Source: an optimization exercise on an open RTL-to-GDS flow (aim: small area, a short achievable clock period and few clock cycles per item). Production flows keep margins and buffers that such runs may drop. Where RTL was checked, it was by simulation tests only, not by an equivalence proof against the original. No functional check of the RTL was part of run 3. Power and IR drop assume default switching activity.

===== flow/flow/run.sh =====
#!/bin/bash
# Own layout flow: the standard ORFS flow (standard.sh) with a tighter
# timing-repair target (setup margin) and plain buffers on the ports. Same
# SDC and clock period.
set -euo pipefail
bash standard.sh SETUP_SLACK_MARGIN=5.4 'BUFFER_PORTS_ARGS=-buffer_cell sky130_fd_sc_hd__buf_4' finish > run_make.log 2>&1

===== flow/standard.sh =====
#!/bin/bash
# synth_recipe.tcl (not shown) runs the flow's synth.tcl, then flattens the netlist and writes it again
# the make line also repeats each setting of config.mk as NAME=value (left out here)
make -C /OpenROAD-flow-scripts/flow DESIGN_CONFIG=/design/flow/config.mk WORK_HOME=/design/flow/orfs CLKGATE_MAP_FILE= SYNTH_SCRIPT=/design/flow/synth_recipe.tcl "${@:-finish}"

===== flow/config.mk =====
export PLATFORM = sky130hd
export DESIGN_NAME = cpuTop
export DESIGN_NICKNAME = cpuTop
export VERILOG_FILES = /design/flow/design.v
export SDC_FILE = /design/flow/constraint.sdc
export NUM_CORES = 4
export LEC_CHECK = 0
export CAP_MARGIN = 20
export CORE_MARGIN = 2
export CORE_UTILIZATION = 40
export CTS_CLUSTER_DIAMETER = 100
export CTS_CLUSTER_SIZE = 25
export SLEW_MARGIN = 20

===== flow/constraint.sdc =====
create_clock -name core_clock -period 9.0 [get_ports {clock}]
set_input_delay 1.8000 -clock core_clock [delete_from_list [all_inputs] [get_ports {clock}]]
set_output_delay 1.8000 -clock core_clock [all_outputs]
set_load 0.01 [all_outputs]

===== flow/design.v =====
`default_nettype none
package cpuArchPkg;
    typedef logic [7:0] dataWord;      
    typedef logic [7:0] progAddress;   
    typedef logic [1:0] regIndex;      
    typedef enum logic [3:0] {
        opAnd = 4'b0000,
        opOr  = 4'b0001,
        opNot = 4'b0010,
        opAdd = 4'b0011,
        opSub = 4'b0100,
        opLsr = 4'b0101,
        opLsl = 4'b0110,
        opInc = 4'b0111,
        opDec = 4'b1000,
        opBra = 4'b1001,
        opMov = 4'b1011,
        opLd  = 4'b1100
    } opcode;
    typedef struct packed {
        opcode      code;        
        logic [3:0] dst;         
        logic [3:0] srcFirst;    
        logic [3:0] srcSecond;   
    } instruction;
    typedef struct packed {
        dataWord r1;
        dataWord r2;
        dataWord r3;
        dataWord r4;
    } registerView;
endpackage
`default_nettype wire
`default_nettype none
package cpuControlPkg;
    typedef enum logic [3:0] {
        aluPassA   = 4'b0000,
        aluPassImm = 4'b0001,
        aluNot     = 4'b0010,
        aluAdd     = 4'b0100,
        aluSub     = 4'b0101,
        aluAnd     = 4'b0111,
        aluOr      = 4'b1000,
        aluLsl     = 4'b1011,
        aluLsr     = 4'b1100
    } aluOp;
    typedef enum logic [1:0] {
        rfHold      = 2'b00,
        rfLoad      = 2'b01,
        rfDecrement = 2'b10,
        rfIncrement = 2'b11
    } regFunc;
    typedef enum logic [1:0] {
        stIdle,
        stFetchLow,
        stFetchHigh,
        stExecute
    } seqState;
    typedef struct packed {
        regFunc  regFn;
        logic [1:0] target;    
        logic [1:0] srcA;
        logic [1:0] srcB;
        aluOp    op;
        logic [7:0] immediate;   
        logic    pcLoad;
    } controlWord;
endpackage
`default_nettype wire
`timescale 1ns/1ps
`default_nettype none
module programMemory
(
    input  logic       clock,
    input  logic       progWrite,
    input  logic [7:0] progAddr,
    input  logic [7:0] progData,
    input  logic [6:0] rowE,
    input  logic [6:0] rowO,
    input  logic [7:0] rowE1h,   
    input  logic [7:0] rowO1h,   
    output logic [7:0] byteE,
    output logic [7:0] byteO
);
    logic [7:0] memE [128];
    logic [7:0] memO [128];
    always_ff @(posedge clock) begin
        if (progWrite && !progAddr[0]) memE[progAddr[7:1]] <= progData;
        if (progWrite &&  progAddr[0]) memO[progAddr[7:1]] <= progData;
    end
    logic [7:0] grpE [16];
    logic [7:0] grpO [16];
    always_comb begin
        for (int g = 0; g < 16; g++) begin
            grpE[g] = '0;
            grpO[g] = '0;
            for (int k = 0; k < 8; k++) begin
                grpE[g] = grpE[g] | (memE[8 * g + k] & {8{rowE1h[k]}});
                grpO[g] = grpO[g] | (memO[8 * g + k] & {8{rowO1h[k]}});
            end
        end
    end
    assign byteE = grpE[rowE[6:3]];
    assign byteO = grpO[rowO[6:3]];
endmodule
`default_nettype wire
`timescale 1ns/1ps
`default_nettype none
module cpuTop
(
    input  logic       clock,
    input  logic       arstN,
    input  logic       progWrite,
    input  logic [7:0] progAddr,
    input  logic [7:0] progData,
    input  logic       run,
    output logic [31:0] regs,          
    output logic [7:0] pc,
    output logic            instrDone
);
    logic       wrQ;
    logic [7:0] wrAddrQ, wrDataQ;
    always_ff @(posedge clock) begin
        wrQ     <= progWrite;
        wrAddrQ <= progAddr;
        wrDataQ <= progData;
    end
    localparam int BTB = 2;
    logic [7:0]  fetchPc;
    logic [6:0]  rowE;       
    logic [7:0]  rowE1h;     
    logic [7:0]  rowO1h;     
    logic        running;    
    logic        bubble;     
    logic        starting;   
    logic [7:0]  byteE, byteO;
    logic [15:0] ir;         
    logic [7:0]  irPc;       
    logic        irPred;     
    logic [7:0]  pcQ;
    programMemory i_programMemory (
        .clock     (clock),
        .progWrite (wrQ),
        .progAddr  (wrAddrQ),
        .progData  (wrDataQ),
        .rowE      (rowE),
        .rowO      (fetchPc[7:1]),
        .rowE1h    (rowE1h),
        .rowO1h    (rowO1h),
        .byteE     (byteE),
        .byteO     (byteO)
    );
    logic           btbValid [BTB];
    logic [7:0]     btbPc    [BTB];
    logic [7:0]     btbTgt   [BTB];
    logic           btbNext;   
    logic       hit;
    logic [7:0] hitTgt;
    logic [6:0] hitRowE;
    assign hitRowE = hitTgt[7:1] + 7'(hitTgt[0]);
    always_comb begin
        hit     = 1'b0;
        hitTgt  = '0;
        for (int i = 0; i < BTB; i++) begin
            if (btbValid[i] && btbPc[i] == fetchPc) begin
                hit     = 1'b1;
                hitTgt  = hitTgt | btbTgt[i];
            end
        end
    end
    logic       exBra;     
    logic       redirect;  
    logic       stopped;
    logic       advance;   
    logic [7:0] target;
    logic [6:0] targetRowE;
    assign exBra      = running && (ir[15:12] == 4'h9);
    assign redirect   = exBra && !irPred;
    assign target     = ir[7:0];
    assign targetRowE = target[7:1] + 7'(target[0]);
    assign stopped    = !running && !bubble && !starting;
    assign advance    = bubble || starting || (running && !redirect && run) ||
                        (stopped && run && !wrQ);
    always_ff @(posedge clock) begin
        ir     <= fetchPc[0] ? {byteE, byteO} : {byteO, byteE};
        irPc   <= fetchPc;
        irPred <= hit;
    end
    always_ff @(posedge clock or negedge arstN) begin
        if (!arstN) begin
            fetchPc  <= '0;
            rowE     <= '0;
            rowE1h   <= 8'b0000_0001;
            rowO1h   <= 8'b0000_0001;
            running  <= 1'b0;
            bubble   <= 1'b0;
            starting <= 1'b0;
            pcQ      <= '0;
        end else begin
            running  <= advance;
            bubble   <= redirect && run;
            starting <= stopped && run && wrQ;
            if (redirect) begin
                fetchPc <= target;
                rowE    <= targetRowE;
                rowE1h  <= 8'b0000_0001 << targetRowE[2:0];
                rowO1h  <= 8'b0000_0001 << target[3:1];
            end else if (advance && hit) begin
                fetchPc <= hitTgt;
                rowE    <= hitRowE;
                rowE1h  <= 8'b0000_0001 << hitRowE[2:0];
                rowO1h  <= 8'b0000_0001 << hitTgt[3:1];
            end else if (advance) begin
                fetchPc <= fetchPc + 8'd2;
                rowE    <= rowE + 7'd1;
                rowE1h  <= {rowE1h[6:0], rowE1h[7]};
                rowO1h  <= {rowO1h[6:0], rowO1h[7]};
            end
            pcQ <= exBra ? target : fetchPc;
        end
    end
    always_ff @(posedge clock or negedge arstN) begin
        if (!arstN) begin
            for (int i = 0; i < BTB; i++) btbValid[i] <= 1'b0;
            btbNext <= '0;
        end else if (wrQ) begin
            for (int i = 0; i < BTB; i++) btbValid[i] <= 1'b0;
        end else if (redirect) begin
            btbValid[btbNext] <= 1'b1;
            btbNext <= !btbNext;
        end
    end
    always_ff @(posedge clock) begin
        if (redirect && !wrQ) begin
            btbPc[btbNext]   <= irPc;
            btbTgt[btbNext]  <= target;
        end
    end
    assign pc        = pcQ;
    assign instrDone = running;
    logic [3:0] op;
    logic [1:0] d, a, b;
    logic [7:0] imm;
    assign op  = ir[15:12];
    assign d   = ir[9:8];
    assign a   = ir[5:4];
    assign b   = ir[1:0];
    assign imm = ir[7:0];
    logic [7:0] r [4];
    logic [7:0] opA, opB, addB, sum, result;
    logic       cin;
    assign opA = r[a];
    assign opB = r[b];
    always_comb begin
        case (op)
            4'h4:    begin addB = ~opB;   cin = 1'b1; end   
            4'h7:    begin addB = 8'h01;  cin = 1'b0; end   
            4'h8:    begin addB = 8'hFF;  cin = 1'b0; end   
            default: begin addB = opB;    cin = 1'b0; end   
        endcase
    end
    logic [7:0] g0, p0, gk, pk, gn, pn;
    logic [8:0] carry;
    always_comb begin
        g0 = opA & addB;
        p0 = opA ^ addB;
        gk = g0;
        pk = p0;
        for (int s = 1; s < 8; s = s * 2) begin
            gn = gk;
            pn = pk;
            for (int i = s; i < 8; i++) begin
                gn[i] = gk[i] | (pk[i] & gk[i - s]);
                pn[i] = pk[i] & pk[i - s];
            end
            gk = gn;
            pk = pn;
        end
        carry[0] = cin;
        for (int i = 0; i < 8; i++) carry[i + 1] = gk[i] | (pk[i] & cin);
        sum = p0 ^ carry[7:0];
    end
    always_comb begin
        case (op)
            4'h0:    result = opA & opB;
            4'h1:    result = opA | opB;
            4'h2:    result = ~opA;
            4'h5:    result = {1'b0, opA[7:1]};
            4'h6:    result = {opA[6:0], 1'b0};
            4'hC:    result = imm;
            4'hB:    result = opA;
            default: result = sum;   
        endcase
    end
    logic       wr;
    logic [1:0] dst;
    assign wr  = running && (op <= 4'h8 || op == 4'hB || op == 4'hC);
    assign dst = (op == 4'h7 || op == 4'h8) ? a : d;
    for (genvar i = 0; i < 4; i++) begin : gReg
        always_ff @(posedge clock or negedge arstN) begin
            if (!arstN)                          r[i] <= '0;
            else if (wr && dst == 2'(i))         r[i] <= result;
        end
    end
    assign regs = {r[0], r[1], r[2], r[3]};
endmodule
`default_nettype wire

==> flow_summary.toml, run 1 <==
[worst_setup_path]
path_delay_family = "simple AND/OR/NAND/NOR gates"
start_kind = "flip-flop"
critPathCapture = "ir[3]"
arrival_ps = 4270
cp_data_required_time_ps = 9640
criticalPathCategory = "flip-flop to flip-flop"
reg2reg_from = "rowE1h[4]"
r2r_slack_ps = 5370
crit_buf_inv = 2
cp_max_fo = 82
crit_path_start = "rowE1h[4]"
worst_r2r_endpoint = "ir[3]"
reg2reg_depth = 8
crit_path_top_delay_cell = "nor4_1"
crit_cells = 8
end_kind = "flip-flop"
cp_slowest_stage_delay_ps = 740
crit_chain = "buf_12, buf_4, a221oi_1, a31oi_1, nor4_1, nand4_1, nand2_1, o21ai_0"

[finish]
diodes = 0
area_delta_synth_final_pct = 8.354
drive_gt1_frac = 0.08590
num-fill-cells = 17760
postLayoutCoreUtil = 0.4359
layout_common_cells = "edfxtp_1 (2,080), a22oi_1 (565), nor2_1 (310), a22o_1 (246), a221oi_1 (245)"
register_area_um2 = 65290
multi_input_area_um2 = 16080
layout.cells.non_filler = 7484
stdcell_area_um2 = 89090
finalNetCount = 4772
mostFrequentLayoutCell = "edfxtp_1"

[sta]
slew_viol_final = 0
hold_ws_ps = 432.6
finalHoldViolCount = 0
slew_headroom = 0.2313
fin_crit_sh = 0.4032
finClkSkew_ps = 38.75
worstMarginPinSlew_ps = 1150
fmax_ghz = 0.2756
setup_viol = 0
rsz0062_at_grt = "yes"
period_minus_slack_ps = 3629
fin_tns_setup_ps = 0

[yosys]
ys_ff_latch = 2197
syn_nets = 4835
ys_seq_area_frac = 0.7928
synthFlopType = "edfxtp_1"
yosys_warnings = 6
syn-instance-count = 4798
async_flop_share = 0.03505
syn_area_per_cell_um2 = 17.14
synth_cell_types = 80
syn_area_um2 = 82220
synth_edf_count = 2080

[power_and_ir_drop]
p_int_uw = 14210
p_clk_frac = 0.275
pwr-share-comb = 0.124
sequentialPowerShare = 0.601
ir_drop_v = 0.0001848
switching_share = 0.2695
power.density_nw_per_um2 = 218.4
power.switching_uw = 5243
p_leak_uw = 0.02644

[grt]
track_usage = 0.2172
grt_max_degree = 193
grt_pass1_wl_mm = 333.2
grt_pass1_vias = 44760
antenna_found_initial = 5
overflow = 0

[floorplan]
die_h_um = 457.4
start_util = 0.4023
ios = 61
num_rows = 166
design.die.area_um2 = 209200
die_w_um = 457.4
core_um2 = 204400

[place]
detailed_place.area_um2 = 85690
io_buffers = 60
post-place-cells = 7299
place_congestion = 0.8799
hpwl_mm = 133.7

[drt]
dr.pass1.iters = 6
drcViolationCount = 0
wl_per_cell_um = 31.39
drtIter0Drc = 6581
ant_nets = 0
vias_per_cell = 6.314
wl_mm = 234.9
vias = 47250

[cts]
cts.root.buffer_cell = "clkbuf_16"
clock_sinks = 2197
clock_latency_ps = 790
cts_tree = "yes"
hold_buffers = 0
cts_buffer_depth = 3
htreeDepth = 3
clk_pin_slew_worst_paths_ps = 110
cts_made_buffers = 102

[worst_hold_path]
hold_depth = 0
hp-class = "flip-flop to flip-flop"

[run]
max_cap_violations = 0

[status]
status = "no timing/DRC/antenna violations"
## cell families (layout without fill, tap and decap cells)
logic type                 after synthesis  count (layout)  synth area share
DFF                                   2197            2197            0.7928
AOI/OAI and AO/OA                     1501            1502            0.1391
and+or+nand+nor                        663             664           0.03794
buffers and inverters                  331             327           0.01534
muxes                                   55              55          0.008491
xor gates and xnor gates                32              32          0.003409
adders and majority gates               19              19          0.002922
## stage by stage
step           setup slack [ps]  power, uW
4_1_cts                    5406      19470
3_5_place_dp               4935      14250
2_1_floorplan              5648      13110
5_1_grt                    5388      20010
6_report                   5371      19450
3_3_place_gp               5005      14230
## layout make-up
type / instances / share of cell area
sequential: 2197 / 0.7329
multi-input combinational: 2272 / 0.1805
tap: 2688 / 0.03775
clock buffer: 149 / 0.03063
timing repair buffer: 143 / 0.01449
clock inverter: 16 / 0.002879
inverter: 19 / 0.0009269
## worst min-delay path by stage
| stage | start | to | slack (ps) |
|---|---|---|---|
| detailed placement | irPc[7] | btbPc[0][7] | 410 |
| finish | irPc[1] | btbPc[1][1] | 430 |
| CTS | irPc[7] | btbPc[0][7] | 440 |
| global placement | irPc[0] | btbPc[1][0] | 410 |
| floorplan | fetchPc[0] | irPc[0] | 340 |
| global route | irPc[7] | btbPc[0][7] | 440 |
## cells in the mapped netlist (4+ instances only)
cell	count	area, um2
nor3_1	19	95.09
o22ai_1	6	37.54
nand2_1	101	379.1
and2_1	4	25.02
buf_2	15	75.07
mux4_2	8	180.2
nor2b_1	23	143.9
a41oi_1	16	140.1
mux2i_1	9	90.09
dfxtp_1	40	800.8
a221oi_1	245	2146
o221ai_1	5	43.79
clkbuf_1	244	915.9
a32oi_1	11	96.34
mux2_2	38	427.9
nand4_1	44	275.3
and3_1	5	31.28
a31oi_1	231	1445
buf_1	53	198.9
o21ai_0	65	325.3
nor2_1	311	1167
a22oi_1	565	4242
o211ai_1	4	30.03
xor2_1	10	87.58
a21oi_1	38	190.2
a22o_1	246	2155
ha_1	16	200.2
o32ai_1	6	52.55
nor4_1	73	456.7
o21ai_1	10	50.05
nand3_1	54	270.3
a21o_1	6	45.04
xnor2_1	22	192.7
dfrtp_1	75	1877
a222oi_1	8	80.08
edfxtp_1	2080	62460
a211oi_1	8	60.06
inv_1	13	48.80
## registers in the layout, summed over array words and instances (netlist names), 14 cells and up
register and count:
i_programMemory.memO 1024, btbPc 16, btbTgt 16, ir 14, r 32, i_programMemory.memE 1024
## power groups by stage
stage / sequential, uW / combinational [uW] / clock, uW
after CTS: 11700 / 2360 / 5430
after detailed placement: 11900 / 2340 / 0
after global routing: 11700 / 2550 / 5750
after global placement: 11900 / 2320 / 0
final: 11700 / 2410 / 5350
after floorplan: 11700 / 1430 / 0
## what timing repair did
| item | CTS | global route |
|---|---|---|
| setup endpoints to repair | 43 | 46 |
| pin swaps | 0 | 7 |
| resized for setup | 24 | 37 |
| cloned | 0 | 2 |
| setup buffers | 3 | 14 |
## per-layer routing
| metal | global-route usage | up-vias | routed length [um] |
|---|---|---|---|
| met5 | 0 | - | 54 |
| met4 | 0.05797 | 8 | 6612 |
| met3 | 0.03344 | 342 | 20250 |
| met2 | 0.3513 | 2448 | 112800 |
| met1 | 0.3067 | 24610 | 95200 |
| li1 | - | 19840 | - |
Testbench counts, summed over its fixed seeds: cycles 10,023, instrs 9,600.
==> run 2: changes to the inputs <==
==> flow/flow/run.sh (replaced) <==
#!/bin/bash
# Own layout flow: the standard ORFS flow (standard.sh) with a tighter
# timing-repair target (setup margin) and plain buffers on the ports. Same
# SDC and clock period.
set -euo pipefail
bash standard.sh SETUP_SLACK_MARGIN=6.0 'BUFFER_PORTS_ARGS=-buffer_cell sky130_fd_sc_hd__buf_4' finish > run_make.log 2>&1
==> run 2 against run 1 <==
Sequential share of layout area fell by 2.5 points. Register-to-register slack improved by 280 ps. Largest cell class unchanged. Combinational power rose by 29%. Critical endpoint is now r[0][7]. Design area rose by 3.6%. Clock power rose by 2%. Synthesized cell count did not move.
==> flow_summary.toml, run 2 <==
[status]
status = "no timing/DRC/antenna violations"

[worst_setup_path]
crit_chain = "clkinvlp_4, ha_4, a222oi_1, nand2_1, o21ai_4, nand2_1, a21oi_1, o21ai_1, ha_2, o21ai_2, o21ai_2, a41o_1, a211oi_1, nand3b_1, mux2_2"
cp_max_fo = 7
cp_slowest_stage_delay_ps = 410
r2r_slack_ps = 5650
crit_path_top_delay_cell = "dfxtp_4"
reg2reg_depth = 15
arrival_ps = 4040
worst_r2r_endpoint = "r[0][7]"
criticalPathCategory = "flip-flop to flip-flop"
end_kind = "flip-flop"
reg2reg_from = "ir[0]"
cp_data_required_time_ps = 9690
start_kind = "flip-flop"

[sta]
finClkSkew_ps = 60.80
fin_tns_setup_ps = 0
rsz0062_at_grt = "yes"
finalHoldViolCount = 0
slew_headroom = 0.1164
period_minus_slack_ps = 3350
fin_crit_sh = 0.3722
slew_viol_final = 0
fmax_ghz = 0.2985
worstMarginPinSlew_ps = 1322
setup_viol = 0

[yosys]
syn_area_per_cell_um2 = 17.14
syn_area_um2 = 82220
synth_edf_count = 2080
syn_nets = 4835
ys_top_cells_by_count = "edfxtp_1 (2,080), a22oi_1 (565), nor2_1 (311)"
yosys_warnings = 6
synthFlopType = "edfxtp_1"
yosys.area.top_type = "edfxtp_1"
synth_cell_types = 80
yosysMostFrequentCell = "edfxtp_1"
async_flop_share = 0.03505
yosys.area.top_type_share = 0.7596
ys_seq_area_frac = 0.7928
ys_ff_latch = 2197
syn-instance-count = 4798
synth.area.top_cells = "edfxtp_1 (76%), a22oi_1 (5.2%), a22o_1 (2.6%)"

[grt]
antenna_found_initial = 7
busiest_layer = "met2"
grt_pass1_wl_mm = 350.4
use_met3 = 0.03933
use_met1 = 0.3209
grt_use_met2 = 0.3693
grt_max_degree = 185
grt_pass1_vias = 46180
overflow = 0
track_usage = 0.2311

[drt]
vias_per_cell = 6.371
drcViolationCount = 0
ant_nets = 0
vias = 48440
dr.pass1.iters = 9
drtIter0Drc = 6653
wl_per_cell_um = 32.86
wl_mm = 249.8

[floorplan]
die_w_um = 457.4
die_h_um = 457.4
core_um2 = 204400
num_rows = 166
design.die.area_um2 = 209200
start_util = 0.4023
ios = 61

[place]
hpwl_mm = 134.6
place_congestion = 0.8680
io_buffers = 60
detailed_place.area_um2 = 85700

[finish]
finalNetCount = 4889
layout_common_cells = "edfxtp_1 (2,080), a22oi_1 (564), a22o_1 (245), a221oi_1 (234), a31oi_1 (204)"
mostFrequentLayoutCell = "edfxtp_1"
stdcell_area_um2 = 92330
drive_gt1_frac = 0.1645
area_delta_synth_final_pct = 12.30

[run]
max_cap_violations = 0

[cts]
cts.root.buffer_cell = "clkbuf_16"
clock_sinks = 2197
clk_pin_slew_worst_paths_ps = 110
clock_latency_ps = 810
cts_tree = "yes"
cts_made_buffers = 103
cts_buffer_depth = 3
htreeDepth = 3
hold_buffers = 0

[power_and_ir_drop]
power.density_nw_per_um2 = 218.2
p_leak_uw = 0.02774
ir_drop_v = 0.0002066

[worst_hold_path]
hold_depth = 0
hold_end = "btbPc[1][3]"
hp-class = "flip-flop to flip-flop"
hp-start = "irPc[3]"
-- run 2: cell counts after synthesis --
No cell type changed its count.
-- run 2: layer usage --
metal | wire length [um] | share of wire
met5 | 13 | 0.000052
met4 | 9227 | 0.037
met3 | 22010 | 0.088
met2 | 118900 | 0.48
met1 | 99660 | 0.40
-- run 2: kinds of logic (layout without fill, tap and decap cells) --
kind of cell	Yosys count	in the layout	synth area share
xor gates and xnor gates	32	32	0.003409
AOI/OAI and AO/OA	1501	1501	0.1391
muxes	55	55	0.008491
buffers and inverters	331	444	0.01534
DFF	2197	2197	0.7928
other	0	3	0
and+or+nand+nor	663	664	0.03794
adders and majority gates	19	19	0.002922
-- run 2: where the power goes --
part	internal [uW]	total, uW	switching [uW]
Clock	2230	5460	3230
Sequential	11300	11600	276
Combinational	1050	3100	2050
Total	14600	20100	5560
-- run 2: critical path, delay by kind of cell, from the launching register on --
kind / cells / cell delay (ps)
mux: 1 / 310
fa+ha+maj: 2 / 610
simple gates: 3 / 500
compound gates: 8 / 1220
flops: 1 / 410
buf+inv: 1 / 170
-- run 2: worst max path at each step --
stage | from | end | slack [ps] | cells after the start
floorplan | ir[1] | r[0][6] | 6010 | 16
global placement | run | rowE[4] | 4880 | 6
detailed placement | run | rowE1h[4] | 4840 | 7
CTS | pcQ[4] | pc[4] | 5710 | 1
global route | ir[0] | r[0][6] | 5520 | 14
finish | ir[0] | r[0][7] | 5650 | 15
-- run 2: layout make-up --
| class | instances | area, um2 |
|---|---|---|
| tap | 2688 | 3363 |
| clock buffer | 149 | 2793 |
| timing repair buffer | 260 | 2980 |
| multi-input combinational | 2271 | 17530 |
| fill | 17580 | 112000 |
| inverter | 19 | 85.08 |
| sequential | 2197 | 65320 |
| antenna | 3 | 7.507 |
| clock inverter | 16 | 255.2 |
-- run 2: through the flow --
step	hold WS (ps)	utilization	power [uW]	cells	setup WS (ps)
after floorplan	342.2	-	13120	4798	6008
after global placement	405.5	0.4193	14240	7299	4879
after detailed placement	412.7	0.4193	14260	7299	4839
after CTS	435.5	0.4470	20020	7566	5715
after global routing	445.3	0.4518	20640	7603	5516
final	436.3	0.4518	20150	7603	5650
-- run 2: timing repair --
item	4_1_cts	5_1_grt
pin swaps	47	37
gates resized for setup	309	170
gates cloned	10	0
buffers inserted	92	34
setup endpoints to repair	886	1471
==> run 3: changes to the inputs <==
--- a/flow/design.v
+++ b/flow/design.v
@@ -139,3 +139,2 @@
     logic        irPred;     
-    logic [7:0]  pcQ;
     programMemory i_programMemory (
@@ -185,3 +184,2 @@
         ir     <= fetchPc[0] ? {byteE, byteO} : {byteO, byteE};
-        irPc   <= fetchPc;
         irPred <= hit;
@@ -197,3 +195,3 @@
             starting <= 1'b0;
-            pcQ      <= '0;
+            irPc     <= '0;
         end else begin
@@ -218,3 +216,3 @@
             end
-            pcQ <= exBra ? target : fetchPc;
+            irPc <= exBra ? target : fetchPc;
         end
@@ -238,3 +236,3 @@
     end
-    assign pc        = pcQ;
+    assign pc        = irPc;
     assign instrDone = running;
==> flow/flow/run.sh (replaced) <==
#!/bin/bash
# Own layout flow: the standard ORFS flow (standard.sh) with a tighter
# timing-repair target (setup margin) and plain buffers on the ports. Same
# SDC and clock period.
set -euo pipefail
bash standard.sh SETUP_SLACK_MARGIN=5.8 'BUFFER_PORTS_ARGS=-buffer_cell sky130_fd_sc_hd__buf_4' finish > run_make.log 2>&1
==> run 3 against run 2 <==
Design area down 2.0%. Critical path depth down 1. Sequential share of layout area up 1.2 points. Power up 23%. Via count down 2.2%. Final cell count down 0.53%. Register-to-register slack worse by 70 ps. Flip-flop and latch count down 8. Still clean.
==> flow_summary.toml, run 3 <==
[sta]
fin_tns_setup_ps = 0
finClkSkew_ps = 58.77
fmax_ghz = 0.2922
fin_crit_sh = 0.3803
rsz0062_at_grt = "yes"
period_minus_slack_ps = 3423
setup_viol = 0
slew_headroom = 0.1890
finalHoldViolCount = 0
worstMarginPinSlew_ps = 1213
slew_viol_final = 0

[place]
hpwl_mm = 133.4
detailed_place.area_um2 = 85600
place_congestion = 0.8595
io_buffers = 60

[grt]
antenna_found_initial = 4
grt_pass1_wl_mm = 333.5
grt_pass1_vias = 45210
overflow = 0
track_usage = 0.2162
grt_max_degree = 185

[drt]
dr.pass1.iters = 7
wl_mm = 234.5
drtIter0Drc = 5977
vias_per_cell = 6.263
ant_nets = 0
wl_met3_mm = 20.72
vias = 47370
wl_met1_mm = 95.83
wl_met2_mm = 111.5
wl_per_cell_um = 31.01
highest_layer = "met5"
drcViolationCount = 0

[cts]
cts_tree = "yes"
hold_buffers = 0
cts.root.buffer_cell = "clkbuf_16"
cts_made_buffers = 103
clock_sinks = 2189
cts_buffer_depth = 3
htreeDepth = 3
clock_latency_ps = 800
clk_pin_slew_worst_paths_ps = 100

[floorplan]
die_w_um = 457.4
design.die.area_um2 = 209200
num_rows = 166
core_um2 = 204400
die_h_um = 457.4
start_util = 0.4023
ios = 61

[yosys]
synth_edf_count = 2080
yosys.area.top_type = "edfxtp_1"
syn-instance-count = 4808
ys_top_cells_by_count = "edfxtp_1 (2,080), a22oi_1 (521), nor2_1 (325)"
yosys.area.top_type_share = 0.7597
yosys_warnings = 6
syn_area_um2 = 82220
ys_seq_area_frac = 0.7909
async_flop_share = 0.03518
synth_cell_types = 88
synth.area.top_cells = "edfxtp_1 (76%), a22oi_1 (4.8%), a221oi_1 (2.8%)"
yosysMostFrequentCell = "edfxtp_1"
syn_nets = 4845
synthFlopType = "edfxtp_1"
ys_ff_latch = 2189
syn_area_per_cell_um2 = 17.10

[power_and_ir_drop]
ir_drop_v = 0.0002153
power.density_nw_per_um2 = 273.7
finalPower_uw = 24770
p_leak_uw = 0.02835

[worst_setup_path]
cp_max_fo = 7
start_kind = "flip-flop"
end_kind = "flip-flop"
criticalPathCategory = "flip-flop to flip-flop"
arrival_ps = 4080
cp_data_required_time_ps = 9660

[finish]
mostFrequentLayoutCell = "edfxtp_1"
stdcell_area_um2 = 90510
area_delta_synth_final_pct = 10.08
finalNetCount = 4856
drive_gt1_frac = 0.1209
layout_common_cells = "edfxtp_1 (2,080), a22oi_1 (521), nor2_1 (281), a22o_1 (262), a221oi_1 (259)"

[status]
status = "no timing/DRC/antenna violations"

[worst_hold_path]
hp-class = "flip-flop to flip-flop"

[run]
max_cap_violations = 0
==> run 3: cell types whose count changed after synthesis, moves of 9 or more <==
cell / delta
buf_1: -9
a31oi_1: +25
a221oi_1: +18
a22o_1: +16
nor2_1: +14
nand2_1: +17
a41oi_1: -15
a22oi_1: -44
==> run 3: cell type report <==
class                      instances  area [um2]
fill                           17600      113900
sequential                      2189       65150
multi-input combinational       2287       16680
tap                             2688        3363
clock buffer                     142        2745
timing repair buffer             220        2177
clock inverter                    17       311.5
inverter                          18       78.83
antenna                            2       5.005
==> run 3: report_power, final <==
group          internal [uW]  switching, uW
Sequential             11400            628
Combinational           2550           4770
Clock                   2200           3220
Total                  16200           8620
==> run 3: worst max-delay path, stage by stage, from the launching register on <==
cell and delay (ps):
dfxtp_4 410, clkinvlp_4 130, ha_4 210, a222oi_1 460, mux2i_4 160, mux2i_1 170
o211ai_1 120, ha_1 360, nand2_2 80, o211ai_1 290, a31oi_2 160, o21bai_1 190
xnor2_1 150, o21ai_2 100, mux2_4 310
==> run 3: metrics by stage <==
step | hold slack [ps] | instances | worst slack (ps) | utilization
4_1_cts | 488.1 | 7530 | 5656 | 0.4395
6_report | 488.0 | 7563 | 5577 | 0.4428
2_1_floorplan | 420.2 | 4808 | 5831 | -
3_3_place_gp | 454.8 | 7311 | 4668 | 0.4188
3_5_place_dp | 465.0 | 7311 | 4722 | 0.4188
5_1_grt | 513.2 | 7562 | 5429 | 0.4428
==> run 3: routing by layer <==
layer  global-route usage  vias up
met5                    0        -
met4              0.05869        6
met3              0.03479      325
met2               0.3479     2376
met1               0.3053    24720
li1                     -    19940
==> run 3: cell families (layout without fill, tap and decap cells) <==
| family | after synthesis | in the layout | share of synthesized area |
|---|---|---|---|
| multiplexers | 59 | 59 | 0.008948 |
| flip-flops | 2189 | 2189 | 0.7909 |
| AND/OR/NAND/NOR | 685 | 686 | 0.03871 |
| XOR/XNOR | 36 | 36 | 0.004018 |
| other | 0 | 2 | 0 |
| adder cells (fa/ha/maj) | 20 | 20 | 0.003074 |
| buffers and inverters | 334 | 397 | 0.01641 |
| AO/OA/AOI/OAI | 1485 | 1486 | 0.1379 |
==> run 3: path summary, 6_finish.rpt <==
| check | cells after the start | endpoint | start | slack, ps |
|---|---|---|---|---|
| max | 14 | r[3][7] | ir[1] | 5580 |
| min | 1 | btbValid[1] | btbValid[1] | 490 |
| max reg2reg | 14 | r[3][7] | ir[1] | 5580 |
| min reg2reg | 1 | btbValid[1] | btbValid[1] | 490 |
| max in group asynchronous | 2 | rowO1h[7] | arstN | 6950 |
| min in group asynchronous | 1 | r[1][0] | arstN | 910 |
==> run 3: repair_timing <==
action	CTS	global route
pin swaps	22	21
gates cloned	0	3
setup endpoints to repair	238	589
setup buffers	60	25
resized for setup	135	73

[separate check: timing with driven ports]
No port has a modelled driver above. Below, the same layouts with a new extraction and two added sets of constraints. Step 1 (the two cells are an assumption about what drives the block):
set clk [get_ports {clock}]
set_driving_cell -lib_cell sky130_fd_sc_hd__clkbuf_16 $clk
set_driving_cell -lib_cell sky130_fd_sc_hd__buf_2 [delete_from_list [all_inputs] $clk]
Step 2 also shifts input and output timing later by t, the mid clock arrival at the registers, as if the neighbouring blocks saw the same clock. Slacks: no drivers / after step 1 / after step 2; pairs: no drivers / after step 1.
run	t (ns)	setup WS [ns]	worst data-port slew with drivers (ns)	cell pins on the clock port's net
run 1	0.849	5.371 / 5.371 / 5.371	0.09	1
run 2	0.865	5.650 / 5.650 / 5.593	0.14	1
run 3	0.857	5.577 / 5.577 / 5.393	0.07	1
After both steps every run listed still meets setup and hold. The setup slack of run 3, which loses most, moves by 0.000 ns with the drivers and by -0.184 ns with both steps.
